Source: an optimization exercise on an open RTL-to-GDS flow (aim: small area and few clock cycles). Production flows keep margins and buffers that such runs may drop.
Where RTL was checked, it was by simulation tests only, not by an equivalence proof against the original.
The flow treats the clock pin as an ideal source, which a real chip does not have.
Power figures rest on the tool's default switching activity, not on a simulated workload.

Design seven_bit_framed_sensor_packet_decoder, start of the top module:
module seven_bit_framed_sensor_packet_decoder (
    input  logic                i_clk,
    input  logic                i_rst_n,
    input  logic                i_cfg_we,
    input  logic [0:0]          i_cfg_addr,
    input  logic [7:0]          i_cfg_data,
    input  logic                i_in_valid,
    output logic                o_in_ready,
    input  logic [7:0]          i_rx_byte,
    output logic                o_out_valid,
    input  logic                i_out_ready,
    output logic [1:0]          o_status,
    output logic                o_packet_kind,
    output logic [3:0]          o_word_index,
    output logic signed [15:0]  o_word_value,
    output logic [3:0]          o_fraction_bits,
    output logic                o_last_flag
);
    logic [7:0] r_inert_code, r_quat_code;
    logic [6:0] r_acc;       
    logic [4:0] r_raw;       
    logic [7:0] r_sum;       
    logic       r_chk;       
    logic       r_hdr_i;     
    logic       r_hdr_q;     
    logic          w_accept, w_end, w_has_dec, w_first, w_pend_full, w_hold;
    logic          w_act_ok, w_act_kind;
    logic [2:0]    w_sh;
    logic [7:0]    w_dec, w_sum_old;
    logic          w_chk_dec, w_chk_n, w_any;
    logic          w_hdr_i_n, w_hdr_q_n;
    logic [4:0]    w_wslot, w_hold_lo, w_hold_hi;
    logic [3:0]    w_rword;
    logic [15:0]   w_rdata;
    spd_pkg::t_job w_job;
    always_ff @(posedge i_clk) begin
        if (!i_rst_n) begin
  ...
export LEC_CHECK = 0
export CAP_MARGIN = 20
export CORE_MARGIN = 2
export CORE_UTILIZATION = 60
export CTS_BUF_LIST = sky130_fd_sc_hd__clkbuf_8
export CTS_CLUSTER_DIAMETER = 60
export CTS_CLUSTER_SIZE = 20
export SLEW_MARGIN = 20
create_clock -name core_clock -period 5.0 [get_ports {i_clk}]
run.sh (not shown) runs the stock make flow with config.mk's settings and CLKGATE_MAP_FILE= SYNTH_SCRIPT=/design/flow/synth_recipe.tcl, a recipe that flattens the netlist after the stock synthesis.
The starting point produced a clean layout.
Change:
==> flow/flow/run.sh (new file) <==
#!/bin/bash
# Standard layout, unchanged.
bash standard.sh > standard.log 2>&1
==> flow/standard.sh (new file) <==
#!/bin/bash
# synth_recipe.tcl (not shown) runs the flow's synth.tcl, then flattens the netlist and writes it again
# the make line also repeats each setting of config.mk as NAME=value (left out here)
make -C /OpenROAD-flow-scripts/flow DESIGN_CONFIG=/design/flow/config.mk WORK_HOME=/design/flow/orfs CLKGATE_MAP_FILE= SYNTH_SCRIPT=/design/flow/synth_recipe.tcl "${@:-finish}"
CORE_UTILIZATION = 40   (was 60)
CTS_BUF_LIST = not set   (was sky130_fd_sc_hd__clkbuf_8)
CTS_CLUSTER_DIAMETER = not set   (was 60)
CTS_CLUSTER_SIZE = not set   (was 20)
removed: flow/run.sh
After rerunning: Design area went up by 3.8%. Total power rises by 15%. Register-to-register slack got worse by 30 ps. Worst setup slack gets worse by 43 ps. First-iteration DRC count falls by about 26%. Global-route usage went down by 7.4 points. Worst hold slack gets worse by 3.8 ps.
Change:
==> flow/run.sh (new file) <==
#!/bin/bash
# synth_recipe.tcl (not shown) runs the flow's synth.tcl, then flattens the netlist and writes it again
# the make line also repeats each setting of config.mk as NAME=value (left out here)
make -C /OpenROAD-flow-scripts/flow DESIGN_CONFIG=/design/flow/config.mk WORK_HOME=/design/flow/orfs CLKGATE_MAP_FILE= SYNTH_SCRIPT=/design/flow/synth_recipe.tcl finish
CORE_UTILIZATION = 60   (was 40)
CTS_BUF_LIST = sky130_fd_sc_hd__clkbuf_4 sky130_fd_sc_hd__clkbuf_8   (was not set)
CTS_CLUSTER_DIAMETER = 40   (was not set)
CTS_CLUSTER_SIZE = 12   (was not set)
removed: flow/flow/run.sh
removed: flow/standard.sh
After rerunning: The changed run passed the timing, DRC and antenna checks. Setup slack improved by 4.1 ps. Cell count fell by 9.2%. Fmax barely changes. Routed wire length fell by 5.3%.
Function was not checked in any run of this note: the RTL went through the layout flow alone.

---

seven_bit_framed_sensor_packet_decoder, a different RTL version from the one above (not shown whole).
For scale: about 550 cells after synthesis, about 0.0076 sq mm of cells after synthesis.
==> flow/config.mk <==
export PLATFORM = sky130hd
export DESIGN_NAME = seven_bit_framed_sensor_packet_decoder
export DESIGN_NICKNAME = seven_bit_framed_sensor_packet_decoder
export VERILOG_FILES = /design/flow/design.v
export SDC_FILE = /design/flow/constraint.sdc
export NUM_CORES = 4
export LEC_CHECK = 0
export CAP_MARGIN = 20
export CORE_MARGIN = 2
export CORE_UTILIZATION = 65
export SLEW_MARGIN = 20
==> flow/constraint.sdc <==
create_clock -name core_clock -period 5.0 [get_ports {i_clk}]
set_input_delay 1.0000 -clock core_clock [delete_from_list [all_inputs] [get_ports {i_clk}]]
set_output_delay 1.0000 -clock core_clock [all_outputs]
set_load 0.01 [all_outputs]
standard.sh (not shown) runs the stock make flow with config.mk's settings and CLKGATE_MAP_FILE= SYNTH_SCRIPT=/design/flow/synth_recipe.tcl, a recipe that flattens the netlist after the stock synthesis.
==> flow/flow/run.sh <==
#!/bin/bash
# Layout flow: the standard flow (standard.sh) with
#  - synthesis mapping the logic through a stronger ABC area script, without
#    ORFS's hard adder cells (flip-flops are mapped before ABC, as in the standard flow's);
#  - port buffers of the smallest buffer cell;
#  - a clock tree of clkbuf_8 leaves without dummy loads.
set -euo pipefail
here=$PWD
export BUFFER_PORTS_ARGS="-buffer_cell sky130_fd_sc_hd__buf_1"
export CTS_ARGS="-sink_clustering_enable -repair_clock_nets -dont_use_dummy_load -buf_list sky130_fd_sc_hd__clkbuf_8 -sink_clustering_size 25 -sink_clustering_max_diameter 80"
export PRE_CTS_TCL="$here/flow/pre_cts.tcl"
sed -e "s#SYNTH_SCRIPT=[^ ]*#SYNTH_SCRIPT=$here/flow/area_synth.tcl ADDER_MAP_FILE=#" standard.sh > area_standard.sh
bash area_standard.sh > area_standard.log 2>&1
==> flow/flow/abc_area.script <==
strash
dc2
strash
&get -n
&fraig -x
&put
strash
dch -f
amap
topo
dnsize -c
==> flow/flow/area_synth.tcl <==
# The standard flow's synthesis script (synth_recipe.tcl), with ABC run on a stronger area script;
# flip-flops are mapped before ABC runs, so they are the same as the standard flow's.
proc synth {args} { yosys synth -nofsm -noshare {*}$args }
set ::area_abc_script [file join [file dirname [file normalize [info script]]] abc_area.script]

proc abc {args} {
  set i [lsearch -exact $args -script]
  if { $i >= 0 } {
    lset args [expr {$i + 1}] $::area_abc_script
  }
  set i [lsearch -exact $args -D]
  if { $i >= 0 } {
    set args [lreplace $args $i [expr {$i + 1}]]
  }
  yosys abc {*}$args
}
source $::env(SCRIPTS_DIR)/synth.tcl
# left out here: clear keep_hierarchy, flatten, clean up, hide names made inside functions, write 1_2_yosys.v
==> flow/flow/pre_cts.tcl <==
# Let the clock tree's leaf buffers each drive up to 25 flip-flops.
set_max_fanout 25 [current_design]
The first run completed without violations.
Testbench counts at the start, summed over its fixed seeds: cycles 7,298.
Edit:
--- a/flow/flow/run.sh
+++ b/flow/flow/run.sh
@@ -11 +10,0 @@
-export PRE_CTS_TCL="$here/flow/pre_cts.tcl"
==> flow/flow/abc_area.script (replaced) <==
strash
dc2
strash
&get -n
&fraig -x
&put
strash
dch -f
amap
strash
dch -f
amap
topo
dnsize -c
CORE_UTILIZATION = 72   (was 65)
removed: flow/flow/pre_cts.tcl
The changed run passed the timing, DRC and antenna checks.
Utilization rises by 7.9 points.
Global-route usage climbs by 2.9 points.
Non-clock buffer count stays the same.

## afterwards: timing with drivers on the ports
No port has a modelled driver above. Below, the same layouts with a new extraction and two added sets of constraints. Step 1 sets driving cells, clkbuf_16 on the clock port and buf_2 on the other inputs (assumed; they add their load-dependent delay and slew). Step 2, shift: input delay + t, output delay - t, t = (earliest + latest rising clock arrival at the registers) / 2. This alone moves slack from input paths to output paths. a / b / c = ideal / step 1 / step 2; a / b = the first two.
run	t, ns	setup WS [ns]	worst setup path at the end	latest minus earliest clock arrival (ns)
the first run of note 1	0.498	0.388 / 0.347 / 0.322	input to register	0.016 / 0.016
the second run of note 1	0.480	0.345 / 0.298 / 0.240	input to register	0.017 / 0.017
the third run of note 1	0.498	0.349 / 0.309 / 0.328	input to register	0.013 / 0.014
the first run of note 2	0.474	0.498 / 0.498 / 0.498	register to register	0.024 / 0.025
the second run of note 2	0.476	0.684 / 0.684 / 0.684	register to register	0.030 / 0.031
After both steps setup and hold are still met in every run listed. For the second run of note 1, which loses most, drivers alone change the setup slack by -0.047 ns; drivers and shift together by -0.105 ns.
